This is an optimization exercise on Yosys and OpenROAD, whose aim is small area, a short achievable clock period and few clock cycles, not a production implementation.
No run shown here included a check of the RTL's function; only the layout flow was run.
Power figures rest on the tool's default switching activity, not on a simulated workload.

`design/flow/run.sh`:
```
#!/bin/bash
# synth_recipe.tcl (not shown) runs the flow's synth.tcl, then flattens the netlist and writes it again
# the make line also repeats each setting of config.mk as NAME=value (left out here)
make -C /OpenROAD-flow-scripts/flow DESIGN_CONFIG=/design/flow/config.mk WORK_HOME=/design/flow/orfs CLKGATE_MAP_FILE= SYNTH_SCRIPT=/design/flow/synth_recipe.tcl finish
```
`design/flow/config.mk`:
```
export PLATFORM = sky130hd
export DESIGN_NAME = usb_audio_unpack_volume
export DESIGN_NICKNAME = usb_audio_unpack_volume
export VERILOG_FILES = /design/flow/design.v
export SDC_FILE = /design/flow/constraint.sdc
export NUM_CORES = 4
export LEC_CHECK = 0
export CAP_MARGIN = 20
export CORE_MARGIN = 2
export CORE_UTILIZATION = 40
export SETUP_SLACK_MARGIN = 5
export SLEW_MARGIN = 20
```
`design/flow/constraint.sdc`:
```
create_clock -name core_clock -period 10.0 [get_ports {clk}]
set_input_delay 2.0000 -clock core_clock [delete_from_list [all_inputs] [get_ports {clk}]]
set_output_delay 2.0000 -clock core_clock [all_outputs]
set_load 0.01 [all_outputs]
```
`design/flow/design.v`:
```
`timescale 1ns / 1ps
`default_nettype none
package uavol_pkg;
  localparam int VOLUME_STEPS = 101;
  localparam int GAIN_IDX_W   = $clog2(VOLUME_STEPS);
  localparam int GAIN_W       = 30;
  localparam int GAIN_SHIFT   = 29;
  localparam logic [1:0] CFG_RESOLUTION   = 2'd0;
  localparam logic [1:0] CFG_LEFT_VOLUME  = 2'd1;
  localparam logic [1:0] CFG_RIGHT_VOLUME = 2'd2;
  localparam logic [1:0] RES_16   = 2'd0;
  localparam logic [1:0] RES_24   = 2'd1;
  localparam logic [1:0] RES_32   = 2'd2;
  localparam logic [1:0] RES_NONE = 2'd3;
  typedef logic [GAIN_W-1:0] gain_t;
  function automatic gain_t gain_table(input logic [GAIN_IDX_W-1:0] idx);
    gain_t g;
    case (idx)
      7'd0: g = 30'h20000000;
      7'd1: g = 30'h1c8520af;
      7'd2: g = 30'h196b230b;
      7'd3: g = 30'h16a77dea;
      7'd4: g = 30'h1430cd74;
      7'd5: g = 30'h11feb33c;
      7'd6: g = 30'h1009b9cf;
      7'd7: g = 30'h0e4b3b63;
      7'd8: g = 30'h0cbd4b3f;
      7'd9: g = 30'h0b5aa19b;
      7'd10: g = 30'h0a1e89b1;
      7'd11: g = 30'h0904d1bd;
      7'd12: g = 30'h0809bcc3;
      7'd13: g = 30'h0729f5d9;
      7'd14: g = 30'h066284d5;
      7'd15: g = 30'h05b0c438;
      7'd16: g = 30'h05125831;
      7'd17: g = 30'h04852697;
      7'd18: g = 30'h04074fcb;
      7'd19: g = 30'h03972853;
      7'd20: g = 30'h03333333;
      7'd21: g = 30'h02da1cde;
      7'd22: g = 30'h028ab6b4;
      7'd23: g = 30'h0243f2fd;
      7'd24: g = 30'h0204e158;
      7'd25: g = 30'h01ccab86;
      7'd26: g = 30'h019a9294;
      7'd27: g = 30'h016dec56;
      7'd28: g = 30'h0146211f;
      7'd29: g = 30'h0122a9c2;
      7'd30: g = 30'h01030dc4;
      7'd31: g = 30'h00e6e1c6;
      7'd32: g = 30'h00cdc613;
      7'd33: g = 30'h00b76562;
      7'd34: g = 30'h00a373ae;
      7'd35: g = 30'h0091ad38;
      7'd36: g = 30'h0081d59e;
      7'd37: g = 30'h0073b70f;
      7'd38: g = 30'h00672194;
      7'd39: g = 30'h005bea6e;
      7'd40: g = 30'h0051eb85;
      7'd41: g = 30'h004902e3;
      7'd42: g = 30'h00411245;
      7'd43: g = 30'h0039feb2;
      7'd44: g = 30'h0033b022;
      7'd45: g = 30'h002e1127;
      7'd46: g = 30'h00290ea8;
      7'd47: g = 30'h002497a2;
      7'd48: g = 30'h00209ce9;
      7'd49: g = 30'h001d10f9;
      7'd50: g = 30'h0019e7c6;
      7'd51: g = 30'h00171693;
      7'd52: g = 30'h001493ce;
      7'd53: g = 30'h001256f0;
      7'd54: g = 30'h0010585e;
      7'd55: g = 30'h000e9152;
      7'd56: g = 30'h000cfbc3;
      7'd57: g = 30'h000b924e;
      7'd58: g = 30'h000a5028;
      7'd59: g = 30'h0009310b;
      7'd60: g = 30'h00083126;
      7'd61: g = 30'h00074d16;
      7'd62: g = 30'h000681d3;
      7'd63: g = 30'h0005ccab;
      7'd64: g = 30'h00052b36;
      7'd65: g = 30'h00049b50;
      7'd66: g = 30'h00041b10;
      7'd67: g = 30'h0003a8c3;
      7'd68: g = 30'h000342e4;
      7'd69: g = 30'h0002e818;
      7'd70: g = 30'h0002972d;
      7'd71: g = 30'h00024f0e;
      7'd72: g = 30'h00020ec7;
      7'd73: g = 30'h0001d57e;
      7'd74: g = 30'h0001a26f;
      7'd75: g = 30'h000174ee;
      7'd76: g = 30'h00014c60;
      7'd77: g = 30'h0001283b;
      7'd78: g = 30'h00010804;
      7'd79: g = 30'h0000eb4d;
      7'd80: g = 30'h0000d1b7;
      7'd81: g = 30'h0000bae8;
      7'd82: g = 30'h0000a695;
      7'd83: g = 30'h00009477;
      7'd84: g = 30'h00008452;
      7'd85: g = 30'h000075ee;
      7'd86: g = 30'h0000691b;
      7'd87: g = 30'h00005dad;
      7'd88: g = 30'h0000537d;
      7'd89: g = 30'h00004a68;
      7'd90: g = 30'h00004251;
      7'd91: g = 30'h00003b1b;
      7'd92: g = 30'h000034ad;
      7'd93: g = 30'h00002ef3;
      7'd94: g = 30'h000029d7;
      7'd95: g = 30'h0000254b;
      7'd96: g = 30'h0000213c;
      7'd97: g = 30'h00001d9f;
      7'd98: g = 30'h00001a66;
      7'd99: g = 30'h00001787;
      7'd100: g = 30'h000014f8;
      default: g = 30'h000014f8;
    endcase
    gain_table = g;
  endfunction
  function automatic logic [GAIN_IDX_W-1:0] gain_index(input logic [8:0] vc);
    logic [7:0] cand;
    cand = {1'b0, ~vc[7:1]} + {7'd0, vc[0]};
    if (!vc[8]) begin
      gain_index = '0;
    end else if (cand > 8'(VOLUME_STEPS - 1)) begin
      gain_index = GAIN_IDX_W'(VOLUME_STEPS - 1);
    end else begin
      gain_index = cand[GAIN_IDX_W-1:0];
    end
  endfunction
endpackage
`default_nettype wire
`timescale 1ns / 1ps
`default_nettype none
module uavol_unpack (
  input  wire logic                 clk,
  input  wire logic                 rst_n,
  input  wire logic                 in_valid,
  input  wire logic                 in_stall,
  input  wire logic [7:0]           in_data_byte,
  input  wire logic                 in_last_byte,
  input  wire logic                 cfg_wr_en,
  input  wire logic [1:0]           cfg_index,
  input  wire logic [15:0]          cfg_data,
  output logic                      emit,         
  output logic                      emit_ahead,   
  output logic [31:0]               frm_left,
  output logic [31:0]               frm_right,
  output logic                      frm_last,
  output logic [1:0]                frm_res_l,    
  output logic [1:0]                frm_res_r,
  output uavol_pkg::gain_t          frm_gain_l,
  output uavol_pkg::gain_t          frm_gain_r
);
  logic [1:0]  res_r, res_nxt;
  logic [8:0]  vol_l_r, vol_r_r;
  logic [2:0]  byte_pos_r, byte_pos_nxt;
  logic [23:0] partial_r, partial_nxt;
  logic [31:0] held_left_r, held_left_nxt;
  logic [1:0]  held_res_r, held_res_nxt;
  logic        accept;
  logic        unsupported;
  logic [2:0]  bps;
  logic [3:0]  frame_len;
  logic [2:0]  pos;
  logic        second;
  logic [2:0]  k_full;
  logic [1:0]  k;
  logic        sample_done;
  logic [31:0] w_join;
  logic [31:0] w_sample;
  assign accept = in_valid && !in_stall;
  always_comb begin
    res_nxt = res_r;
    if (cfg_wr_en && cfg_index == uavol_pkg::CFG_RESOLUTION) res_nxt = cfg_data[1:0];
  end
  always_ff @(posedge clk) begin
    if (!rst_n) begin
      res_r   <= uavol_pkg::RES_16;
      vol_l_r <= 9'h001;
      vol_r_r <= 9'h001;
    end else begin
      res_r <= res_nxt;
      if (cfg_wr_en && cfg_index == uavol_pkg::CFG_LEFT_VOLUME)
        vol_l_r <= {cfg_data[15:8], cfg_data[7:0] == 8'd0};
      if (cfg_wr_en && cfg_index == uavol_pkg::CFG_RIGHT_VOLUME)
        vol_r_r <= {cfg_data[15:8], cfg_data[7:0] == 8'd0};
    end
  end
  always_comb begin
    unsupported = (res_r == uavol_pkg::RES_NONE);
    bps         = {1'b0, res_r} + 3'd2;
    frame_len   = {bps, 1'b0};
    pos         = ({1'b0, byte_pos_r} >= frame_len) ? 3'd0 : byte_pos_r;
    second      = (pos >= bps);
    k_full      = second ? (pos - bps) : pos;
    k           = k_full[1:0];
    sample_done = !(({1'b0, k} + 3'd1) < bps);
    w_join      = {8'd0, partial_r} | ({24'd0, in_data_byte} << {k, 3'd0});
    w_sample    = w_join;
    emit = accept && !unsupported && byte_pos_r == {res_r, 1'b1} + 3'd2;
  end
  always_comb begin
    byte_pos_nxt  = byte_pos_r;
    partial_nxt   = partial_r;
    held_left_nxt = held_left_r;
    held_res_nxt  = held_res_r;
    if (accept) begin
      if (unsupported) begin
        byte_pos_nxt = 3'd0;
        partial_nxt  = '0;
      end else if (!sample_done) begin
        if (k == 2'd0) begin
          partial_nxt = {16'd0, in_data_byte};
        end else begin
          partial_nxt = partial_r | ({16'd0, in_data_byte} << {k, 3'd0});
        end
        byte_pos_nxt = pos + 3'd1;
      end else begin
        partial_nxt = '0;
        if (!second) begin
          held_left_nxt = w_sample;
          held_res_nxt  = res_r;
          byte_pos_nxt  = pos + 3'd1;
        end else begin
          byte_pos_nxt = 3'd0;
        end
      end
      if (in_last_byte) begin
        byte_pos_nxt = 3'd0;
        partial_nxt  = '0;
      end
    end
  end
  always_ff @(posedge clk) begin
    if (!rst_n) begin
      byte_pos_r  <= '0;
      partial_r   <= '0;
      held_left_r <= '0;
      held_res_r  <= '0;
    end else begin
      byte_pos_r  <= byte_pos_nxt;
      partial_r   <= partial_nxt;
      held_left_r <= held_left_nxt;
      held_res_r  <= held_res_nxt;
    end
  end
  assign emit_ahead = res_nxt != uavol_pkg::RES_NONE && byte_pos_nxt == {res_nxt, 1'b1} + 3'd2;
  assign frm_res_l  = held_res_r;
  assign frm_res_r  = res_r;
  assign frm_left   = held_left_r;
  assign frm_right  = w_sample;
  assign frm_last   = in_last_byte;
  assign frm_gain_l = uavol_pkg::gain_table(uavol_pkg::gain_index(vol_l_r));
  assign frm_gain_r = uavol_pkg::gain_table(uavol_pkg::gain_index(vol_r_r));
endmodule
`default_nettype wire
`timescale 1ns / 1ps
`default_nettype none
module uavol_scale (
  input  wire logic               clk,
  input  wire logic               rst_n,
  input  wire logic               load,
  input  wire logic [31:0]        frm_left,
  input  wire logic [31:0]        frm_right,
  input  wire logic               frm_last,
  input  wire logic [1:0]         frm_res_l,
  input  wire logic [1:0]         frm_res_r,
  input  wire uavol_pkg::gain_t   frm_gain_l,
  input  wire uavol_pkg::gain_t   frm_gain_r,
  output logic                    free_ahead,   
  output logic                    out_valid,
  input  wire logic               out_stall,
  output logic signed [31:0]      out_left_sample,
  output logic signed [31:0]      out_right_sample,
  output logic                    out_last_frame
);
  logic                  full_r, full_nxt;
  logic                  first_r;
  logic [3:0]            rem_l_r, rem_l_nxt;    
  logic [3:0]            rem_r_r, rem_r_nxt;
  logic [32:0]           buf_l_r, buf_r_r;      
  uavol_pkg::gain_t      gain_l_r, gain_r_r;
  logic                  last_r;
  logic                  out_valid_r, out_valid_nxt;
  logic [31:0]           acc_l_r, acc_r_r;
  logic                  out_last_r;
  logic                  hold;
  logic                  step;
  logic                  step_l, step_r;
  logic                  done;
  function automatic logic [2:0] booth(input logic [2:0] b);
    booth = {b[2], (b[2] & ~b[1] & ~b[0]) | (~b[2] & b[1] & b[0]), b[1] ^ b[0]};
  endfunction
  function automatic logic [5:0] booth2(input logic [4:0] w);
    booth2 = {booth(w[4:2]), booth(w[2:0])};
  endfunction
  function automatic logic [31:0] mac(input logic [31:0] acc, input logic first,
                                      input logic [5:0] d, input uavol_pkg::gain_t g);
    logic [32:0] sh, r0, r1, r1s, s, c;
    logic [30:0] m0, m1;
    logic [33:0] sum;
    sh  = first ? 33'd0 : {{4{acc[31]}}, acc[31:3]};
    m0  = ({31{d[0]}} & {1'b0, g}) | ({31{d[1]}} & {g, 1'b0});
    m1  = ({31{d[3]}} & {1'b0, g}) | ({31{d[4]}} & {g, 1'b0});
    r0  = {2'b0, m0} ^ {33{d[2]}};
    r1  = {2'b0, m1} ^ {33{d[5]}};
    r1s = {r1[30:0], d[5], d[5]};
    s   = sh ^ r0 ^ r1s;
    c   = (sh & r0) | (sh & r1s) | (r0 & r1s);
    sum = {s, 1'b1} + {c[31:0], d[2], d[5]};
    mac = sum[33:2];
  endfunction
  logic [5:0] dig_l_r, dig_r_r;    
  assign hold   = out_valid_r && out_stall;
  assign step   = full_r && !hold;
  assign step_l = step && rem_l_r != 4'd0;
  assign step_r = step && rem_r_r != 4'd0;
  assign done   = step && rem_l_r[3:1] == 3'd0 && rem_r_r[3:1] == 3'd0;
  always_comb begin
    full_nxt      = load || (full_r && !done);
    rem_l_nxt     = load ? {1'b0, frm_res_l, 1'b0} + 4'd4 : (step_l ? rem_l_r - 4'd1 : rem_l_r);
    rem_r_nxt     = load ? {1'b0, frm_res_r, 1'b0} + 4'd4 : (step_r ? rem_r_r - 4'd1 : rem_r_r);
    out_valid_nxt = done || hold;
  end
  assign free_ahead = !full_nxt || (rem_l_nxt[3:1] == 3'd0 && rem_r_nxt[3:1] == 3'd0 && !out_valid_nxt);
  always_ff @(posedge clk) begin
    if (!rst_n) begin
      full_r      <= 1'b0;
      out_valid_r <= 1'b0;
    end else begin
      full_r      <= full_nxt;
      out_valid_r <= out_valid_nxt;
    end
  end
  always_ff @(posedge clk) begin
    rem_l_r <= rem_l_nxt;
    rem_r_r <= rem_r_nxt;
    if (load) begin
      first_r  <= 1'b1;
      gain_l_r <= frm_gain_l;
      gain_r_r <= frm_gain_r;
      last_r   <= frm_last;
    end else if (step) begin
      first_r  <= 1'b0;
    end
    if (load) begin
      buf_l_r <= {frm_left, 1'b0};
      dig_l_r <= booth2({frm_left[3:0], 1'b0});
    end else if (step_l) begin
      buf_l_r <= {4'd0, buf_l_r[32:4]};
      dig_l_r <= booth2(buf_l_r[8:4]);
    end
    if (step_l) acc_l_r <= mac(acc_l_r, first_r, dig_l_r, gain_l_r);
    if (load) begin
      buf_r_r <= {frm_right, 1'b0};
      dig_r_r <= booth2({frm_right[3:0], 1'b0});
    end else if (step_r) begin
      buf_r_r <= {4'd0, buf_r_r[32:4]};
      dig_r_r <= booth2(buf_r_r[8:4]);
    end
    if (step_r) acc_r_r <= mac(acc_r_r, first_r, dig_r_r, gain_r_r);
    if (done) out_last_r <= last_r;
  end
  assign out_valid        = out_valid_r;
  assign out_left_sample  = acc_l_r;
  assign out_right_sample = acc_r_r;
  assign out_last_frame   = out_last_r;
endmodule
`default_nettype wire
`timescale 1ns / 1ps
`default_nettype none
module usb_audio_unpack_volume (
  input  wire logic               clk,
  input  wire logic               rst_n,
  input  wire logic               in_valid,
  output logic                    in_stall,
  input  wire logic [7:0]         in_data_byte,
  input  wire logic               in_last_byte,
  output logic                    out_valid,
  input  wire logic               out_stall,
  output logic signed [31:0]      out_left_sample,
  output logic signed [31:0]      out_right_sample,
  output logic                    out_last_frame,
  input  wire logic               cfg_wr_en,
  input  wire logic [1:0]         cfg_index,
  input  wire logic [15:0]        cfg_data
);
  logic             in_stall_r;
  logic             emit;
  logic             emit_ahead;
  logic             free_ahead;
  logic [31:0]      frm_left;
  logic [31:0]      frm_right;
  logic             frm_last;
  logic [1:0]       frm_res_l;
  logic [1:0]       frm_res_r;
  uavol_pkg::gain_t frm_gain_l;
  uavol_pkg::gain_t frm_gain_r;
  always_ff @(posedge clk) begin
    if (!rst_n) begin
      in_stall_r <= 1'b0;
    end else begin
      in_stall_r <= emit_ahead && !free_ahead;
    end
  end
  assign in_stall = in_stall_r;
  uavol_unpack u_unpack (
    .clk          (clk),
    .rst_n        (rst_n),
    .in_valid     (in_valid),
    .in_stall     (in_stall_r),
    .in_data_byte (in_data_byte),
    .in_last_byte (in_last_byte),
    .cfg_wr_en    (cfg_wr_en),
    .cfg_index    (cfg_index),
    .cfg_data     (cfg_data),
    .emit         (emit),
    .emit_ahead   (emit_ahead),
    .frm_left     (frm_left),
    .frm_right    (frm_right),
    .frm_last     (frm_last),
    .frm_res_l    (frm_res_l),
    .frm_res_r    (frm_res_r),
    .frm_gain_l   (frm_gain_l),
    .frm_gain_r   (frm_gain_r)
  );
  uavol_scale u_scale (
    .clk              (clk),
    .rst_n            (rst_n),
    .load             (emit),
    .frm_left         (frm_left),
    .frm_right        (frm_right),
    .frm_last         (frm_last),
    .frm_res_l        (frm_res_l),
    .frm_res_r        (frm_res_r),
    .frm_gain_l       (frm_gain_l),
    .frm_gain_r       (frm_gain_r),
    .free_ahead       (free_ahead),
    .out_valid        (out_valid),
    .out_stall        (out_stall),
    .out_left_sample  (out_left_sample),
    .out_right_sample (out_right_sample),
    .out_last_frame   (out_last_frame)
  );
endmodule
`default_nettype wire
```
==> results of run 1 <==
## per-stage QoR
| step | utilization [%] | setup WS, ps |
|---|---|---|
| finish | 45.0 | 5050 |
| CTS | 44.8 | 5010 |
| global route | 45.0 | 4960 |
| detailed placement | 42.8 | 4090 |
| global placement | 42.8 | 4160 |
| floorplan | - | 5240 |
## registers in the layout, summed over array words and instances, names as in the netlist, 4 cells and up
name and cells:
u_unpack.held_left_r 32, u_scale.gain_l_r 30, u_unpack.partial_r 24, u_unpack.vol_r_r 9, u_scale.acc_r_r 32, u_scale.rem_r_r 4
u_scale.buf_l_r 29, u_scale.rem_l_r 4, u_scale.buf_r_r 29, u_scale.gain_r_r 30, u_scale.dig_l_r 6, u_scale.dig_r_r 6
u_scale.acc_l_r 32, u_unpack.vol_l_r 9
## layout by cell type, fill, tap and decap left out, drive strengths merged, types with 15 or more instances in the layout
master / instances
a211oi: 36
nor2b: 80
and3: 31
edfxtp: 198
nand3: 111
nor3: 54
clkdlybuf4s50: 97
mux2i: 29
nand2b: 27
xor2: 25
nand2: 329
clkbuf: 45
a21o: 39
ha: 130
fa: 64
nor2: 183
o21ai: 222
clkinv: 15
and2: 20
buf: 64
o31ai: 15
a221oi: 17
xnor2: 180
inv: 75
o211ai: 53
a21oi: 226
a22oi: 125
o22ai: 30
o211a: 31
or3: 16
a31oi: 52
o21a: 21
dfxtp: 91
## cell families (layout without fill, tap and decap cells)
group	count (synthesis)	after routing	share of synthesized area, %
AND/OR/NAND/NOR	907	907	17.2
buffers and inverters	314	304	5.23
flip-flops	289	289	30.5
other	0	1	0
XOR/XNOR	205	205	7.05
AO/OA/AOI/OAI	1034	1034	27.3
multiplexers	31	31	1.23
adder cells (fa/ha/maj)	194	194	11.4
## how the worst max path moves through the flow
stage | from | to | slack [ps] | cells past startpoint
after floorplan | in_valid | u_scale.dig_l_r[4] | 5240 | 7
after global placement | in_valid | u_scale.dig_l_r[1] | 4160 | 7
after detailed placement | in_valid | u_scale.dig_l_r[3] | 4090 | 7
after CTS | u_unpack.vol_l_r[1] | u_scale.gain_l_r[11] | 5010 | 14
after global routing | u_unpack.vol_r_r[1] | u_scale.gain_r_r[6] | 4960 | 16
final | u_unpack.vol_r_r[1] | u_scale.gain_r_r[6] | 5050 | 16
## power breakdown
part | leakage (uW) | switching (uW) | internal (uW) | total (uW)
sequential | 0.00259 | 30.6 | 1340 | 1370
clock | 0.000586 | 567 | 774 | 1340
combinational | 0.00752 | 659 | 412 | 1070
## Yosys cell counts (58+ instances only)
cell type  count
a21oi_1      226
a22oi_1      125
buf_2         58
clkbuf_1     145
dfxtp_1       91
edfxtp_1     198
fa_1          64
ha_1         130
inv_1         70
nand2_1      328
nand3_1      106
nor2_1       178
nor2b_1       80
o21ai_0      206
xnor2_1      180
## area by class of cell
| cell class | count | area, um^2 |
|---|---|---|
| Sequential cell | 289 | 7770 |
| Clock buffer | 45 | 997 |
| Inverter | 75 | 294 |
| Multi-Input combinational cell | 2371 | 16500 |
| Timing Repair Buffer | 161 | 1470 |
| Tap cell | 846 | 1060 |
| Antenna cell | 1 | 2.50 |
| Fill cell | 6171 | 34600 |
| Clock inverter | 23 | 229 |
## routing by layer
metal | global-route usage (%) | share of wire (%) | vias up
met4 | 12.1 | 4.3 | 0
met1 | 39.6 | 43 | 11911
met5 | 0 | 0 | -
met3 | 4.89 | 8.6 | 252
li1 | - | - | 10971
met2 | 43.9 | 44 | 1292
## repair_timing
item | CTS | global route
buffers inserted | 1 | 4
pin swaps | 1 | 2
resized for setup | 16 | 25
setup endpoints to repair | 180 | 67
==> flow_summary_export.csv, run 1 <==
group,metric,value,unit
setup_path,crit_family,"compound AO/OA/AOI/OAI gates",
timing,skew,26.7,ps
logic_synthesis,synth_edf_count,198,
floorplan,chipHeight,256,um
floorplan,io_pins,99,
floorplan,initial_utilization,40.4,%
timing,setup_viol,0,
setup_path,slowest_stage,"nor4_1",
setup_path,end_kind,"flip-flop",
logic_synthesis,synth.top_cell.area_share,23.4,%
logic_synthesis,ys_seq_area_share,30.5,%
logic_synthesis,syn_nets,3200,
power,p_total,3790,uW
timing,rsz0062_at_grt,"true",
setup_path,path_cells,"inv_1, ha_1, ha_1, o211ai_1, nand2_1, o31a_2, o21ai_2, buf_4, inv_2, buf_6, ha_1, nor3_1, a2111oi_0, nor4_1, o21a_1, a211oi_2",
floorplan,dieArea,65700,um^2
hold_path,min_path_cells,0,
timing,finalCritPeriodShare,49.5,%
placement,port_buffers,98,
detailed_routing,dr.pass1.iters,6,
setup_path,reg2reg_to,"u_scale.gain_r_r[6]",
finish,fin_cells,3811,
power,p_leak,0.0107,uW
power,power_density,134,nW/um^2
timing,hold_viol,0,
setup_path,timing.rr.start,"u_unpack.vol_r_r[1]",
setup_path,worstPathMaxFanout,60,
hold_path,hp-class,"reg -> reg",
setup_path,setup.worst_path.start_class,"flip-flop",
clocking,ctsRootBufferMaster,"clkbuf_16",
floorplan,core_area,63000,um^2
run,cap_viol_max_count,0,
status,outcome,"no timing/DRC/antenna violations",
grt,antenna_found_initial,1,
grt,grt_pass1_wl,147000,um
clocking,cts_max_level,2,
clocking,clkLatencyLatePin,570,ps
clocking,cts_tree,"done",
placement,gp_congestion,1.02,
floorplan,die_w,256,um
detailed_routing,antenna_left,0,
logic_synthesis,synth_area_leaders,"edfxtp_1 (23%), dfxtp_1 (7.2%), ha_1 (6.4%)",
setup_path,crit_arrival,5240,ps
setup_path,required,10280,ps
power,vdd_drop_max,0.119,mV
setup_path,slowest_delay,660,ps
grt,grt_usage,28.6,%
grt,overflow,0,
detailed_routing,vias,24426,
finish,stdcell_area,28300,um^2
finish,fin_nets,3161,
finish,area_delta_synth_final,11.4,%
logic_synthesis,yosysUniqueCellTypes,105,
logic_synthesis,synth_flop_cell,"edfxtp_1",
clocking,holdBufCountCts,0,
timing,tns,0,ps
logic_synthesis,syn_inst,2974,
grt,grt_max_degree,93,
detailed_routing,post_drt_wl_per_cell,25.4,um
timing,period_needed,4950,ps
timing,tightestPinTransition,1180,ps
logic_synthesis,synth_seq_cells,289,
timing,fin_hold_ws,449,ps
clocking,clkTransAtPathRegs,70,ps
setup_path,cpMostUsedCell,"ha_1",
logic_synthesis,synth.avg_cell_area,8.56,um^2
timing,slew_headroom,21.3,%
hold_path,holdPathEnd,"u_scale.out_last_r",
finish,drive_above_1_share,6.98,%
grt,grt_pass1_vias,23567,
clocking,cts-buffers-inserted,37,
logic_synthesis,synth_area_leader_cell,"edfxtp_1",
hold_path,hp-start,"u_scale.last_r",
detailed_routing,drc,0,
logic_synthesis,yosysWarnings,3,
logic_synthesis,synth_area,25500,um^2
logic_synthesis,synthArstFlopShare,0,%
placement,dpl.hpwl,67700,um
detailed_routing,routed_wirelength,96800,um
setup_path,r2r_cells,16,
detailed_routing,viasPerCell,6.41,
clocking,cts_buffer_depth,3,
detailed_routing,drtIter0Drc,2777,
setup_path,critPathBufInv,4,
setup_path,worstSetupPathType,"reg -> reg",
clocking,clock-sinks,289,
floorplan,rows,92,
timing,slew_violations,0,
placement,placed_area,26900,um^2
timing,fmax,202,MHz
placement,numPlacedInstances,3737,
setup_path,rrSetupSlack,5050,ps
==> run 2: changes to the inputs <==
--- a/design/flow/design.v
+++ b/design/flow/design.v
@@ -122,8 +122,8 @@
     gain_table = g;
   endfunction
-  function automatic logic [GAIN_IDX_W-1:0] gain_index(input logic [8:0] vc);
+  function automatic logic [GAIN_IDX_W-1:0] gain_index(input logic [15:0] vol);
     logic [7:0] cand;
-    cand = {1'b0, ~vc[7:1]} + {7'd0, vc[0]};
-    if (!vc[8]) begin
+    cand = {1'b0, ~vol[14:8]} + {7'd0, vol[7:0] == 8'd0};
+    if (!vol[15]) begin
       gain_index = '0;
     end else if (cand > 8'(VOLUME_STEPS - 1)) begin
@@ -158,5 +158,6 @@
 );
   logic [1:0]  res_r, res_nxt;
-  logic [8:0]  vol_l_r, vol_r_r;
+  logic [6:0]  idx_l_r, idx_r_r;
+  logic [6:0]  cfg_idx;
   logic [2:0]  byte_pos_r, byte_pos_nxt;
   logic [23:0] partial_r, partial_nxt;
@@ -179,15 +180,14 @@
     if (cfg_wr_en && cfg_index == uavol_pkg::CFG_RESOLUTION) res_nxt = cfg_data[1:0];
   end
+  assign cfg_idx = uavol_pkg::gain_index(cfg_data);
   always_ff @(posedge clk) begin
     if (!rst_n) begin
       res_r   <= uavol_pkg::RES_16;
-      vol_l_r <= 9'h001;
-      vol_r_r <= 9'h001;
+      idx_l_r <= '0;
+      idx_r_r <= '0;
     end else begin
       res_r <= res_nxt;
-      if (cfg_wr_en && cfg_index == uavol_pkg::CFG_LEFT_VOLUME)
-        vol_l_r <= {cfg_data[15:8], cfg_data[7:0] == 8'd0};
-      if (cfg_wr_en && cfg_index == uavol_pkg::CFG_RIGHT_VOLUME)
-        vol_r_r <= {cfg_data[15:8], cfg_data[7:0] == 8'd0};
+      if (cfg_wr_en && cfg_index == uavol_pkg::CFG_LEFT_VOLUME)  idx_l_r <= cfg_idx;
+      if (cfg_wr_en && cfg_index == uavol_pkg::CFG_RIGHT_VOLUME) idx_r_r <= cfg_idx;
     end
   end
@@ -256,6 +256,6 @@
   assign frm_right  = w_sample;
   assign frm_last   = in_last_byte;
-  assign frm_gain_l = uavol_pkg::gain_table(uavol_pkg::gain_index(vol_l_r));
-  assign frm_gain_r = uavol_pkg::gain_table(uavol_pkg::gain_index(vol_r_r));
+  assign frm_gain_l = uavol_pkg::gain_table(idx_l_r);
+  assign frm_gain_r = uavol_pkg::gain_table(idx_r_r);
 endmodule
 `default_nettype wire
==> design/flow/flow/run.sh (new file) <==
#!/bin/bash
set -euo pipefail
bash standard.sh SETUP_SLACK_MARGIN=7 finish > standard_make.log 2>&1
==> design/flow/standard.sh (new file) <==
#!/bin/bash
# synth_recipe.tcl (not shown) runs the flow's synth.tcl, then flattens the netlist and writes it again
# the make line also repeats each setting of config.mk as NAME=value (left out here)
make -C /OpenROAD-flow-scripts/flow DESIGN_CONFIG=/design/flow/config.mk WORK_HOME=/design/flow/orfs CLKGATE_MAP_FILE= SYNTH_SCRIPT=/design/flow/synth_recipe.tcl "${@:-finish}"
removed: design/flow/run.sh
==> run 2 against run 1 <==
Highest routed layer is now met5. Register-to-register slack better by 850 ps. Critical endpoint is now u_unpack.idx_r_r[1]. Sequential share of layout area is 5.3 points lower. Fmax up 16%. Clock-buffer cell count rose by 4. Non-clock buffer count grew 246. Via count is 5.2% higher. Design area up 23%.
==> flow_summary_export.csv, run 2 <==
group,metric,value,unit
finish,mostFrequentLayoutCell,"nand2_1",
setup_path,path_cells,"buf_6, or4_4, nor2_4, ha_4, or3b_4, buf_4, nor3b_1, a21oi_1, o32a_1, nor2_1, o21bai_1, a21oi_4, nand3_1, a21boi_1",
clocking,cts-buffers-inserted,37,
timing,fmax,233,MHz
setup_path,worstSetupPathType,"in -> reg",
logic_synthesis,syn_nets,3193,
logic_synthesis,synth_mux_area_share,1.22,%
logic_synthesis,synth-adder-area-share,11.7,%
logic_synthesis,synth.avg_cell_area,8.33,um^2
finish,seqCellArea,7720,um^2
setup_path,worstPathMaxFanout,8,
setup_path,end_kind,"flip-flop",
setup_path,slowest_stage,"or4_4",
setup_path,crit_family,"simple AND/OR/NAND/NOR gates",
timing,period_needed,4280,ps
finish,final_util,57.0,%
detailed_routing,post_drt_wl_per_cell,26.1,um
timing,slew_headroom,24.5,%
power,vdd_drop_max,0.136,mV
logic_synthesis,synthArstFlopShare,0,%
floorplan,core_area,61400,um^2
logic_synthesis,yosysWarnings,3,
logic_synthesis,synth_xor_area_share,7.26,%
logic_synthesis,synth_edf_count,198,
finish,fin_nets,3429,
finish,top_regs,"u_scale.acc_l_r x32, u_scale.acc_r_r x32, u_unpack.held_left_r x32",
finish,multi_input_area,19700,um^2
setup_path,slowest_delay,570,ps
timing,rsz0062_at_grt,"true",
floorplan,rows,91,
logic_synthesis,syn_inst,2968,
setup_path,critPathBufInv,2,
logic_synthesis,ys_seq_area_share,31.1,%
finish,mostFrequentLayoutCells,"nand2_1 (295), a21oi_1 (202), edfxtp_1 (198)",
grt,grt_pass1_vias,25005,
setup_path,setup.worst_path.start_class,"input port",
grt,antenna_found_initial,3,
placement,numPlacedInstances,3665,
timing,fin_ws,5720,ps
timing,hold_viol,0,
logic_synthesis,synthTopCellsByCount,"nand2_1 (383), a21oi_1 (267), o21ai_0 (200)",
detailed_routing,dr.pass1.iters,6,
logic_synthesis,synth_seq_cells,285,
finish,fin_cells,4025,
grt,grt_max_degree,78,
detailed_routing,routed_wirelength,105000,um
hold_path,hp-class,"reg -> reg",
timing,slew_violations,0,
power,power_density,125,nW/um^2
floorplan,chipHeight,253,um
timing,skew,19.9,ps
clocking,cts_tree,"done",
detailed_routing,viasPerCell,6.38,
timing,tightestPinTransition,1130,ps
placement,pre_cts_ws,4720,ps
timing,fin_hold_ws,420,ps
finish,drive_above_1_share,34.1,%
logic_synthesis,synth_most_common_cell,"nand2_1",
logic_synthesis,synth.top_cell.area_share,24.1,%
setup_path,required,10440,ps
status,outcome,"no timing/DRC/antenna violations",
detailed_routing,drc,0,
logic_synthesis,synth_area_leader_cell,"edfxtp_1",
floorplan,die_w,253,um
detailed_routing,vias,25694,
floorplan,dieArea,63800,um^2
floorplan,initial_utilization,40.3,%
clocking,ctsRootBufferMaster,"clkbuf_16",
timing,finalCritPeriodShare,42.8,%
logic_synthesis,synth_flop_cell,"edfxtp_1",
clocking,clkTransAtPathRegs,60,ps
logic_synthesis,synthSimpleGateAreaFrac,17.6,%
placement,port_buffers,98,
logic_synthesis,synth_top_family_by_area,"compound AO/OA/AOI/OAI gates",
logic_synthesis,synth_area,24700,um^2
clocking,cts_buffer_depth,3,
logic_synthesis,synth_compound_area_share,26.1,%
placement,dpl.hpwl,59300,um
setup_path,crit_arrival,4720,ps
finish,area_delta_synth_final,41.5,%
detailed_routing,antenna_left,0,
grt,overflow,0,
clocking,clock-sinks,285,
grt,grt_pass1_wl,152000,um
detailed_routing,drtIter0Drc,2921,
grt,grt_usage,30.9,%
timing,tns,0,ps
clocking,cts_max_level,2,
logic_synthesis,yosysUniqueCellTypes,84,
run,cap_viol_max_count,0,
finish,nFillCells,5111,
floorplan,io_pins,99,
power,p_leak,0.0132,uW
logic_synthesis,synth_area_leaders,"edfxtp_1 (24%), dfxtp_1 (7.0%), ha_1 (6.5%)",
timing,setup_viol,0,
placement,gp_congestion,0.957,
clocking,clkLatencyLatePin,560,ps
-- run 2: cell type report --
class	instances	share of cell area [%]
well taps	790	2.83
multi-input cells	2372	56.3
repair buffers	407	13.0
diodes	2	0.0143
clock inverters	19	0.687
flip-flops and latches	285	22.1
clock buffers	49	3.10
repair inverters	14	0.830
inverters	87	1.12
-- run 2: worst paths after layout --
check,from,end,slack [ps],cells after the start
worst max register to register,u_scale.dig_l_r[4],u_scale.acc_l_r[30],5900,14
worst min register to register,u_scale.last_r,u_scale.out_last_r,420,0
worst min-delay path,u_scale.last_r,u_scale.out_last_r,420,0
worst max-delay path,cfg_data[1],u_unpack.idx_r_r[1],5720,14
-- run 2: per-layer routing --
layer	wire, um	GRT usage [%]
met5	12	0
met2	48600	49.6
met1	42300	40.5
met3	9020	5.62
met4	4980	13.7
-- run 2: worst reg2reg max path, delay by kind of cell, from the launching register on --
| kind | cells | cell delay (ps) |
|---|---|---|
| AOI/OAI and AO/OA | 9 | 2040 |
| adders and majority gates | 2 | 780 |
| xor gates and xnor gates | 2 | 410 |
| DFF | 1 | 350 |
| buffers and inverters | 1 | 280 |
-- run 2: per-stage QoR --
step           total power [uW]  cell area [um^2]
6_report                   4360             35000
3_5_place_dp               2400             27500
4_1_cts                    4160             33200
3_3_place_gp               2380             27500
2_1_floorplan              2170             26700
5_1_grt                    4510             35000
-- run 2: power by group --
group	internal [uW]	switching, uW
logic	709	829
clock network	879	582
registers	1320	35.7
-- run 2: cell families after synthesis --
group	after synthesis
buf+inv	320
fa+ha+maj	193
mux	21
xor+xnor	205
compound gates	993
flops	285
simple gates	951
-- run 2: repair_timing --
action,CTS,global route
gates resized for setup,798,261
buffers inserted,175,58
hold buffers,0,0
endpoints found under the setup margin,521,417
pin swaps,233,180
cloned,54,3
==> run 3: changes to the inputs <==
--- a/design/flow/design.v
+++ b/design/flow/design.v
@@ -154,6 +154,6 @@
   output logic [1:0]                frm_res_l,    
   output logic [1:0]                frm_res_r,
-  output uavol_pkg::gain_t          frm_gain_l,
-  output uavol_pkg::gain_t          frm_gain_r
+  output logic [6:0]                idx_l,        
+  output logic [6:0]                idx_r
 );
   logic [1:0]  res_r, res_nxt;
@@ -256,6 +256,6 @@
   assign frm_right  = w_sample;
   assign frm_last   = in_last_byte;
-  assign frm_gain_l = uavol_pkg::gain_table(idx_l_r);
-  assign frm_gain_r = uavol_pkg::gain_table(idx_r_r);
+  assign idx_l      = idx_l_r;
+  assign idx_r      = idx_r_r;
 endmodule
 `default_nettype wire
@@ -271,6 +271,6 @@
   input  wire logic [1:0]         frm_res_l,
   input  wire logic [1:0]         frm_res_r,
-  input  wire uavol_pkg::gain_t   frm_gain_l,
-  input  wire uavol_pkg::gain_t   frm_gain_r,
+  input  wire logic [6:0]         idx_l,
+  input  wire logic [6:0]         idx_r,
   output logic                    free_ahead,   
   output logic                    out_valid,
@@ -281,52 +281,65 @@
 );
   logic                  full_r, full_nxt;
-  logic                  first_r;
-  logic [3:0]            rem_l_r, rem_l_nxt;    
-  logic [3:0]            rem_r_r, rem_r_nxt;
-  logic [32:0]           buf_l_r, buf_r_r;      
-  uavol_pkg::gain_t      gain_l_r, gain_r_r;
+  logic                  first_r;               
+  logic [2:0]            rem_l_r, rem_l_nxt;    
+  logic [2:0]            rem_r_r, rem_r_nxt;
+  logic [31:0]           buf_l_r, buf_r_r;
+  logic [6:0]            idx_r_r;               
+  uavol_pkg::gain_t      gain_r;                
+  logic [11:0]           dig_r;                 
   logic                  last_r;
   logic                  out_valid_r, out_valid_nxt;
-  logic [31:0]           acc_l_r, acc_r_r;
+  logic [31:0]           acc_r;
+  logic [31:0]           out_left_r;
   logic                  out_last_r;
   logic                  hold;
   logic                  step;
   logic                  step_l, step_r;
+  logic                  switch;
   logic                  done;
+  uavol_pkg::gain_t      rom_gain;
   function automatic logic [2:0] booth(input logic [2:0] b);
     booth = {b[2], (b[2] & ~b[1] & ~b[0]) | (~b[2] & b[1] & b[0]), b[1] ^ b[0]};
   endfunction
-  function automatic logic [5:0] booth2(input logic [4:0] w);
-    booth2 = {booth(w[4:2]), booth(w[2:0])};
+  function automatic logic [11:0] booth4(input logic [8:0] w);
+    booth4 = {booth(w[8:6]), booth(w[6:4]), booth(w[4:2]), booth(w[2:0])};
+  endfunction
+  function automatic logic [36:0] row(input logic [2:0] d, input uavol_pkg::gain_t g);
+    logic [30:0] m;
+    m   = ({31{d[0]}} & {1'b0, g}) | ({31{d[1]}} & {g, 1'b0});
+    row = {6'b0, m} ^ {37{d[2]}};
   endfunction
   function automatic logic [31:0] mac(input logic [31:0] acc, input logic first,
-                                      input logic [5:0] d, input uavol_pkg::gain_t g);
-    logic [32:0] sh, r0, r1, r1s, s, c;
-    logic [30:0] m0, m1;
-    logic [33:0] sum;
-    sh  = first ? 33'd0 : {{4{acc[31]}}, acc[31:3]};
-    m0  = ({31{d[0]}} & {1'b0, g}) | ({31{d[1]}} & {g, 1'b0});
-    m1  = ({31{d[3]}} & {1'b0, g}) | ({31{d[4]}} & {g, 1'b0});
-    r0  = {2'b0, m0} ^ {33{d[2]}};
-    r1  = {2'b0, m1} ^ {33{d[5]}};
-    r1s = {r1[30:0], d[5], d[5]};
-    s   = sh ^ r0 ^ r1s;
-    c   = (sh & r0) | (sh & r1s) | (r0 & r1s);
-    sum = {s, 1'b1} + {c[31:0], d[2], d[5]};
-    mac = sum[33:2];
+                                      input logic [11:0] d, input uavol_pkg::gain_t g);
+    logic [36:0] sh, r0, r1, r2, r3, s1, c1, s2, c2, s3, c3;
+    logic [37:0] sum;
+    sh  = first ? 37'd0 : {{8{acc[31]}}, acc[31:3]};
+    r0  = row(d[2:0], g);
+    r1  = {row(d[5:3], g), {2{d[5]}}};
+    r2  = {row(d[8:6], g), {4{d[8]}}};
+    r3  = {row(d[11:9], g), {6{d[11]}}};
+    s1  = sh ^ r0 ^ r1;
+    c1  = {(sh & r0 | sh & r1 | r0 & r1), d[2]};
+    s2  = s1 ^ c1 ^ r2;
+    c2  = {(s1 & c1 | s1 & r2 | c1 & r2), d[5]};
+    s3  = s2 ^ c2 ^ r3;
+    c3  = {(s2 & c2 | s2 & r3 | c2 & r3), d[8]};
+    sum = {s3, 1'b1} + {c3, d[11]};
+    mac = sum[37:6];
   endfunction
-  logic [5:0] dig_l_r, dig_r_r;    
   assign hold   = out_valid_r && out_stall;
   assign step   = full_r && !hold;
-  assign step_l = step && rem_l_r != 4'd0;
-  assign step_r = step && rem_r_r != 4'd0;
-  assign done   = step && rem_l_r[3:1] == 3'd0 && rem_r_r[3:1] == 3'd0;
+  assign step_l = step && rem_l_r != 3'd0;
+  assign step_r = step && rem_l_r == 3'd0;
+  assign switch = step_l && rem_l_r == 3'd1;
+  assign done   = step_r && rem_r_r == 3'd1;
   always_comb begin
     full_nxt      = load || (full_r && !done);
-    rem_l_nxt     = load ? {1'b0, frm_res_l, 1'b0} + 4'd4 : (step_l ? rem_l_r - 4'd1 : rem_l_r);
-    rem_r_nxt     = load ? {1'b0, frm_res_r, 1'b0} + 4'd4 : (step_r ? rem_r_r - 4'd1 : rem_r_r);
+    rem_l_nxt     = load ? {1'b0, frm_res_l} + 3'd2 : (step_l ? rem_l_r - 3'd1 : rem_l_r);
+    rem_r_nxt     = load ? {1'b0, frm_res_r} + 3'd2 : (step_r ? rem_r_r - 3'd1 : rem_r_r);
     out_valid_nxt = done || hold;
   end
-  assign free_ahead = !full_nxt || (rem_l_nxt[3:1] == 3'd0 && rem_r_nxt[3:1] == 3'd0 && !out_valid_nxt);
+  assign free_ahead = !full_nxt || (rem_l_nxt == 3'd0 && rem_r_nxt[2:1] == 2'd0 && !out_valid_nxt);
+  assign rom_gain = uavol_pkg::gain_table(load ? idx_l : idx_r_r);
   always_ff @(posedge clk) begin
     if (!rst_n) begin
@@ -342,32 +355,26 @@
     rem_r_r <= rem_r_nxt;
     if (load) begin
-      first_r  <= 1'b1;
-      gain_l_r <= frm_gain_l;
-      gain_r_r <= frm_gain_r;
-      last_r   <= frm_last;
-    end else if (step) begin
-      first_r  <= 1'b0;
-    end
-    if (load) begin
-      buf_l_r <= {frm_left, 1'b0};
-      dig_l_r <= booth2({frm_left[3:0], 1'b0});
-    end else if (step_l) begin
-      buf_l_r <= {4'd0, buf_l_r[32:4]};
-      dig_l_r <= booth2(buf_l_r[8:4]);
-    end
-    if (step_l) acc_l_r <= mac(acc_l_r, first_r, dig_l_r, gain_l_r);
-    if (load) begin
-      buf_r_r <= {frm_right, 1'b0};
-      dig_r_r <= booth2({frm_right[3:0], 1'b0});
-    end else if (step_r) begin
-      buf_r_r <= {4'd0, buf_r_r[32:4]};
-      dig_r_r <= booth2(buf_r_r[8:4]);
+      buf_l_r <= frm_left;
+      buf_r_r <= frm_right;
+      idx_r_r <= idx_r;
+      last_r  <= frm_last;
+    end else begin
+      if (step_l) buf_l_r <= {8'd0, buf_l_r[31:8]};
+      if (step_r) buf_r_r <= {8'd0, buf_r_r[31:8]};
     end
-    if (step_r) acc_r_r <= mac(acc_r_r, first_r, dig_r_r, gain_r_r);
+    if (load || switch) gain_r <= rom_gain;
+    if (load)        dig_r <= booth4({frm_left[7:0], 1'b0});
+    else if (switch) dig_r <= booth4({buf_r_r[7:0], 1'b0});
+    else if (step_l) dig_r <= booth4(buf_l_r[15:7]);
+    else if (step_r) dig_r <= booth4(buf_r_r[15:7]);
+    if (load || switch) first_r <= 1'b1;
+    else if (step)      first_r <= 1'b0;
+    if (step) acc_r <= mac(acc_r, first_r, dig_r, gain_r);
+    if (step_r && first_r) out_left_r <= acc_r;
     if (done) out_last_r <= last_r;
   end
   assign out_valid        = out_valid_r;
-  assign out_left_sample  = acc_l_r;
-  assign out_right_sample = acc_r_r;
+  assign out_left_sample  = out_left_r;
+  assign out_right_sample = acc_r;
   assign out_last_frame   = out_last_r;
 endmodule
@@ -400,6 +407,6 @@
   logic [1:0]       frm_res_l;
   logic [1:0]       frm_res_r;
-  uavol_pkg::gain_t frm_gain_l;
-  uavol_pkg::gain_t frm_gain_r;
+  logic [6:0]       idx_l;
+  logic [6:0]       idx_r;
   always_ff @(posedge clk) begin
     if (!rst_n) begin
@@ -427,6 +434,6 @@
     .frm_res_l    (frm_res_l),
     .frm_res_r    (frm_res_r),
-    .frm_gain_l   (frm_gain_l),
-    .frm_gain_r   (frm_gain_r)
+    .idx_l        (idx_l),
+    .idx_r        (idx_r)
   );
   uavol_scale u_scale (
@@ -439,6 +446,6 @@
     .frm_res_l        (frm_res_l),
     .frm_res_r        (frm_res_r),
-    .frm_gain_l       (frm_gain_l),
-    .frm_gain_r       (frm_gain_r),
+    .idx_l            (idx_l),
+    .idx_r            (idx_r),
     .free_ahead       (free_ahead),
     .out_valid        (out_valid),
==> design/flow/run.sh (new file) <==
#!/bin/bash
# synth_recipe.tcl (not shown) runs the flow's synth.tcl, then flattens the netlist and writes it again
# the make line also repeats each setting of config.mk as NAME=value (left out here)
make -C /OpenROAD-flow-scripts/flow DESIGN_CONFIG=/design/flow/config.mk WORK_HOME=/design/flow/orfs CLKGATE_MAP_FILE= SYNTH_SCRIPT=/design/flow/synth_recipe.tcl finish
removed: design/flow/flow/run.sh
removed: design/flow/standard.sh
==> run 3 against run 2 <==
Clock-buffer cell count is 3 lower. Sequential share of layout area is 6.4 points higher. Largest power group unchanged. Critical path depth is 2 lower. Still clean. Highest routed layer is now met4. Power is 0.71% lower. Register-to-register slack worse by 800 ps. Synthesized area is 15% lower. Largest cell class unchanged. Worst setup slack worse by 670 ps. First-iteration DRC count is 33% lower. Final cell count is 24% lower. Combinational power is 26% higher.
==> flow_summary_export.csv, run 3 <==
group,metric,value,unit
placement,pre_cts_ws,3520,ps
grt,antenna_found_initial,1,
setup_path,end_kind,"flip-flop",
hold_path,hp-class,"reg -> reg",
timing,rsz0062_at_grt,"true",
timing,slew_headroom,41.4,%
timing,setup_viol,0,
placement,dpl.hpwl,45000,um
logic_synthesis,synth_area_leaders,"edfxtp_1 (25%), fa_1 (10%), dfxtp_1 (8.2%)",
grt,grt_max_degree,82,
logic_synthesis,synthTopCellsByCount,"nand2_1 (276), edfxtp_1 (173), xnor2_1 (162)",
floorplan,initial_utilization,40.7,%
clocking,holdBufCountCts,0,
floorplan,chipHeight,233,um
timing,tns,0,ps
logic_synthesis,synth_seq_cells,259,
timing,fin_ws,5050,ps
timing,slew_violations,0,
floorplan,io_pins,99,
logic_synthesis,synth_flop_cell,"edfxtp_1",
power,power_density,178,nW/um^2
logic_synthesis,syn_nets,2560,
detailed_routing,routed_wirelength,66100,um
detailed_routing,drtIter0Drc,1949,
timing,skew,12.4,ps
logic_synthesis,synth_edf_count,173,
timing,tightestPinTransition,873,ps
logic_synthesis,yosysWarnings,3,
logic_synthesis,synth_most_common_cell,"nand2_1",
finish,mostFrequentLayoutCell,"nand2_1",
floorplan,core_area,51600,um^2
setup_path,worstSetupPathType,"in -> reg",
setup_path,worstPathMaxFanout,65,
logic_synthesis,ys_seq_area_share,33.0,%
floorplan,die_w,233,um
logic_synthesis,synthArstFlopShare,0,%
clocking,cts_max_level,1,
setup_path,critPathLaunch,"in_valid",
clocking,cts_buffer_depth,3,
clocking,clkLatencyLatePin,600,ps
timing,fmax,202,MHz
timing,hold_viol,0,
clocking,clkTransAtPathRegs,60,ps
power,p_leak,0.00928,uW
clocking,cts_tree,"done",
finish,fin_nets,2572,
finish,mostFrequentLayoutCells,"nand2_1 (271), edfxtp_1 (173), xnor2_1 (159)",
timing,period_needed,4950,ps
finish,area_delta_synth_final,15.8,%
setup_path,required,10350,ps
floorplan,dieArea,54300,um^2
hold_path,hp-start,"u_scale.last_r",
placement,gp_congestion,0.991,
detailed_routing,vias,18266,
logic_synthesis,synth_area_leader_cell,"edfxtp_1",
setup_path,crit_arrival,5300,ps
timing,finalCritPeriodShare,49.5,%
clocking,cts-buffers-inserted,30,
clocking,clock-sinks,259,
clocking,ctsRootBufferMaster,"clkbuf_16",
power,vdd_drop_max,0.137,mV
hold_path,min_path_cells,0,
detailed_routing,drc,0,
grt,overflow,0,
setup_path,setup.worst_path.start_class,"input port",
logic_synthesis,syn_inst,2346,
placement,placed_area,22300,um^2
detailed_routing,dr.pass1.iters,5,
detailed_routing,antenna_left,0,
floorplan,rows,83,
logic_synthesis,synth.avg_cell_area,8.95,um^2
grt,grt_usage,23.3,%
finish,stdcell_area,24300,um^2
run,cap_viol_max_count,0,
status,outcome,"no timing/DRC/antenna violations",
logic_synthesis,yosysUniqueCellTypes,89,
grt,grt_pass1_wl,99900,um
detailed_routing,post_drt_wl_per_cell,21.6,um
setup_path,timing.rr.start,"u_scale.dig_r[1]",
finish,final_util,47.1,%
setup_path,r2r_cells,18,
finish,diodes,0,
finish,drive_above_1_share,10.1,%
logic_synthesis,synth.top_cell.area_share,24.7,%
setup_path,rrSetupSlack,5100,ps
detailed_routing,viasPerCell,5.97,
logic_synthesis,synth_area,21000,um^2
grt,grt_pass1_vias,17005,
placement,port_buffers,98,
==> run 3: timing repair <==
item / CTS / global route
gates resized for setup: 32 / 91
pin swaps: 2 / 25
endpoints found under the setup margin: 50 / 89
gates cloned: 2 / 4
buffers inserted: 10 / 23
==> run 3: final timing paths <==
kind | end
setup / recovery | u_scale.gain_r[14]
hold / removal | u_scale.out_last_r
setup reg to reg | u_scale.acc_r[31]
hold reg to reg | u_scale.out_last_r
==> run 3: cell type report <==
cell class,count,area (um^2)
Clock inverter,10,166
Tap cell,680,851
Clock buffer,46,841
Sequential cell,259,6920
Multi-Input combinational cell,1732,13200
Inverter,156,607
Timing Repair Buffer,179,1760
Fill cell,4899,27300
==> run 3: kinds of logic (layout without fill, tap and decap cells) <==
family,Yosys count,in the layout,synth area share [%]
xor gates and xnor gates,181,181,7.55
adders and majority gates,182,182,14.6
DFF,259,259,33.0
buffers and inverters,357,391,6.73
and+or+nand+nor,630,632,14.0
AOI/OAI and AO/OA,718,718,23.1
muxes,19,19,1.06
==> run 3: worst max-delay path, cell delays in order <==
cell and delay [ps]:
clkdlybuf4s50_1 550, nor3b_4 270, buf_4 160, buf_4 150, and4_1 370, nor2_4 70
buf_6 250, xnor2_1 480, o22ai_1 170, a2bb2oi_1 360, a31oi_1 160, a41o_1 240
==> run 3: power breakdown <==
| part | internal (uW) | switching (uW) | total (uW) | leakage, uW |
|---|---|---|---|---|
| clock | 661 | 462 | 1120 | 0.000485 |
| combinational | 832 | 1110 | 1940 | 0.00658 |
| sequential | 1240 | 21.4 | 1260 | 0.00221 |
==> run 3: per-stage QoR <==
stage / hold WS (ps) / std cells / power, uW
after floorplan: 400 / 2346 / 2580
after global placement: 408 / 2967 / 2960
after detailed placement: 412 / 2967 / 2990
after CTS: 426 / 3035 / 4160
after global routing: 436 / 3062 / 4610
final: 429 / 3062 / 4330
==> run 3: routing by layer <==
layer / up-vias / GRT usage (%) / share of wire [%]
met4: 0 / 9.93 / 4.3
li1: 8359 / - / -
met3: 165 / 3.78 / 8.5
met2: 957 / 36.0 / 45
met5: - / 0 / 0
met1: 8785 / 32.4 / 42
==> run 4: changes to the inputs <==
--- a/design/flow/config.mk
+++ b/design/flow/config.mk
@@ -8,5 +8,5 @@
 export CAP_MARGIN = 20
 export CORE_MARGIN = 2
-export CORE_UTILIZATION = 40
+export CORE_UTILIZATION = 65
 export SETUP_SLACK_MARGIN = 5
 export SLEW_MARGIN = 20
==> run 4 against run 3 <==
Worst setup slack worse by 120 ps. Utilization is 28 points higher. Synthesized cell count stayed put. Final cell count is 9.4% lower. Sequential share of layout area is 0.63 points higher. Hold slack worse by 9.5 ps. Fmax is 2.3% lower. Design area is 2.2% lower. Clock-buffer cell count is 3 lower.
==> flow_summary_export.csv, run 4 <==
group,metric,value,unit
detailed_routing,post_drt_wl_per_cell,24.4,um
detailed_routing,vias,19307,
floorplan,die_w,184,um
power,power_density,184,nW/um^2
hold_path,hp-start,"u_scale.last_r",
clocking,cts_tree,"done",
power,p_sw,1690,uW
detailed_routing,drt-met1-wl,25200,um
timing,tightestPinTransition,1000,ps
timing,fin_ws,4930,ps
setup_path,required,10330,ps
detailed_routing,wl_met3,7360,um
grt,grt_max_degree,90,
placement,gp_congestion,1.06,
floorplan,chipHeight,184,um
timing,tns,0,ps
grt,overflow,0,
run,cap_viol_max_count,0,
finish,diodes,0,
placement,dpl.hpwl,43700,um
power,p_comb_share,46.1,%
timing,fmax,197,MHz
detailed_routing,antenna_left,0,
grt,antenna_found_initial,0,
detailed_routing,dr.pass1.iters,7,
logic_synthesis,yosysWarnings,3,
timing,skew,34.8,ps
setup_path,worstPathMaxFanout,9,
timing,period_needed,5070,ps
grt,grt_pass1_wl,101000,um
clocking,cts_max_level,1,
logic_synthesis,synth_flop_cell,"edfxtp_1",
logic_synthesis,syn_nets,2560,
finish,drive_above_1_share,9.65,%
hold_path,hp-class,"reg -> reg",
grt,grt_usage,37.9,%
clocking,clkTransAtPathRegs,60,ps
timing,setup_viol,0,
floorplan,core_area,31700,um^2
logic_synthesis,synth.avg_cell_area,8.95,um^2
setup_path,setup.worst_path.start_class,"flip-flop",
finish,area_delta_synth_final,13.3,%
logic_synthesis,synthTopCellsByCount,"nand2_1 (276), edfxtp_1 (173), xnor2_1 (162)",
detailed_routing,routed.top_layer,"met4",
logic_synthesis,synthArstFlopShare,0,%
power,p_leak,0.00924,uW
logic_synthesis,synth_area,21000,um^2
setup_path,rrSetupSlack,4930,ps
logic_synthesis,synth_seq_cells,259,
floorplan,initial_utilization,66.2,%
clocking,cts-buffers-inserted,28,
setup_path,critPathLaunch,"u_scale.dig_r[5]",
clocking,clkLatencyLatePin,590,ps
logic_synthesis,synth.top_cell.area_share,24.7,%
power,vdd_drop_max,0.164,mV
power,swShare,38.6,%
detailed_routing,wl_met2,31100,um
power,power_frac_clock,25.0,%
finish,nFillCells,2124,
clocking,ctsRootBufferMaster,"clkbuf_16",
setup_path,crit_end,"u_scale.acc_r[31]",
setup_path,reg2reg_to,"u_scale.acc_r[31]",
setup_path,path_cells,"buf_12, buf_12, xnor2_1, fa_1, fa_1, inv_1, fa_1, inv_1, ha_1, nand2_2, or3_1, o221ai_4, o21ai_4, o41ai_4, buf_4, a2111o_1, a31oi_2, xnor2_1",
finish,mostFrequentLayoutCells,"nand2_1 (270), edfxtp_1 (173), xnor2_1 (160)",
floorplan,rows,65,
power,power.share.sequential,28.9,%
floorplan,io_pins,99,
logic_synthesis,synth_most_common_cell,"nand2_1",
timing,hold_viol,0,
placement,port_buffers,98,
clocking,cts_buffer_depth,3,
floorplan,dieArea,33700,um^2
clocking,clock-sinks,259,
setup_path,slowest_delay,510,ps
logic_synthesis,synth_area_leaders,"edfxtp_1 (25%), fa_1 (10%), dfxtp_1 (8.2%)",
timing,slew_violations,0,
finish,fin_nets,2565,
timing,rsz0062_at_grt,"true",
setup_path,end_kind,"flip-flop",
logic_synthesis,syn_inst,2346,
logic_synthesis,synth_area_leader_cell,"edfxtp_1",
detailed_routing,drtIter0Drc,2842,
detailed_routing,routed_wirelength,67800,um
setup_path,timing.rr.start,"u_scale.dig_r[5]",
setup_path,slowest_stage,"fa_1",
setup_path,cpMostUsedCell,"fa_1",
detailed_routing,viasPerCell,6.96,
logic_synthesis,synth_edf_count,173,
setup_path,r2r_cells,18,
setup_path,worstSetupPathType,"reg -> reg",
placement,pre_cts_ws,3420,ps
detailed_routing,drc,0,
timing,finalCritPeriodShare,50.7,%
power,p_int,2690,uW
logic_synthesis,ys_seq_area_share,33.0,%
finish,mostFrequentLayoutCell,"nand2_1",
grt,grt_pass1_vias,18096,
setup_path,crit_arrival,5400,ps
timing,slew_headroom,32.9,%
logic_synthesis,yosysUniqueCellTypes,89,
status,outcome,"no timing/DRC/antenna violations",
clocking,holdBufCountCts,0,
[run 4: changes by cell type in the layout (fill, tap and decap cells not counted), sizes merged]
cell	before	now
clkinv	5	7
inv	157	154
bufinv	3	2
nor2	120	121
bufbuf	0	1
nand3	47	45
clkbuf	50	44
buf	78	74
and3	19	21
[run 4: stage by stage]
stage	utilization, %	power, uW	std cells	instance area [um^2]	hold WS, ps
after floorplan	-	2580	2346	21000	400
after CTS	73.4	4130	2755	23300	422
after detailed placement	69.3	2960	2686	22000	413
after global placement	69.3	2890	2686	22000	404
after global routing	75.0	4560	2774	23800	441
final	75.0	4370	2774	23800	420
[run 4: power groups by stage]
stage	combinational [uW]	sequential, uW	clock [uW]
6_report	2020	1260	1090
4_1_cts	1770	1260	1100
3_3_place_gp	1610	1280	0
2_1_floorplan	1310	1280	0
5_1_grt	2170	1260	1130
3_5_place_dp	1680	1280	0
[run 4: worst min-delay path by stage]
stage / endpoint / slack, ps / depth (start not counted)
after global routing: u_scale.idx_r_r[6] / 440 / 0
after detailed placement: u_scale.idx_r_r[6] / 410 / 0
after floorplan: u_scale.out_last_r / 400 / 0
after CTS: u_scale.out_last_r / 420 / 0
after global placement: u_scale.out_last_r / 400 / 0
final: u_scale.out_last_r / 420 / 0
[run 4: cell families after synthesis]
family	Yosys count	share of synthesized area (%)
AO/OA/AOI/OAI	718	23.1
flip-flops	259	33.0
multiplexers	19	1.06
buffers and inverters	357	6.73
adder cells (fa/ha/maj)	182	14.6
XOR/XNOR	181	7.55
AND/OR/NAND/NOR	630	14.0
[run 4: layout make-up]
| class | instances | area (um^2) | share of cell area, % |
|---|---|---|---|
| multi-input combinational | 1733 | 13100 | 54.9 |
| sequential | 259 | 6920 | 29.1 |
| timing repair buffer | 173 | 1710 | 7.18 |
| clock buffer | 43 | 860 | 3.62 |
| inverter | 156 | 601 | 2.53 |
| tap | 402 | 503 | 2.12 |
| clock inverter | 8 | 125 | 0.526 |
[run 4: worst max-delay path, delay by kind of cell, from the launching register on]
kind | cells | cell delay (ps)
DFF | 1 | 470
AOI/OAI and AO/OA | 5 | 920
adders and majority gates | 4 | 1810
and+or+nand+nor | 2 | 570
buffers and inverters | 5 | 670
xor gates and xnor gates | 2 | 370
[run 4: routing by layer]
layer,GRT usage [%],up-vias
li1,-,8363
met1,48.8,9168
met2,62.7,1448
met3,6.26,328
met4,17.7,0
met5,0,-
[run 4: timing repair]
item / CTS / global route
setup endpoints to repair: 74 / 69
resized for setup: 41 / 72
pin swaps: 5 / 19
cloned: 2 / 3
buffers inserted: 16 / 16

-- port drivers added, routing unchanged --
No port has a modelled driver above. Below, the same layouts with a new extraction and two added sets of constraints.
Step 1 assumes that a clkbuf_16 drives the clock port and a buf_2 every other input.
Step 2 moves the port delays by t, midway between the first and last clock arrival at a register: inputs arrive t later, outputs are due t later. That takes back most of the time a late clock gives input paths.
a / b / c = no drivers / after step 1 / after step 2; a / b = the first two.
run | t, ns | slack for setup (ns) | slew at the worst register clock pin (ns)
run 1 | 0.625 | 5.048 / 5.048 / 4.646 | 0.07 / 0.07
run 2 | 0.610 | 5.717 / 5.747 / 5.137 | 0.07 / 0.07
run 3 | 0.657 | 5.049 / 5.084 / 4.428 | 0.06 / 0.06
run 4 | 0.629 | 4.932 / 4.932 / 4.388 | 0.07 / 0.07
After both steps setup and hold are still met in every run listed. The setup slack of run 3, which loses most, moves by +0.035 ns with the drivers and by -0.621 ns with both steps.
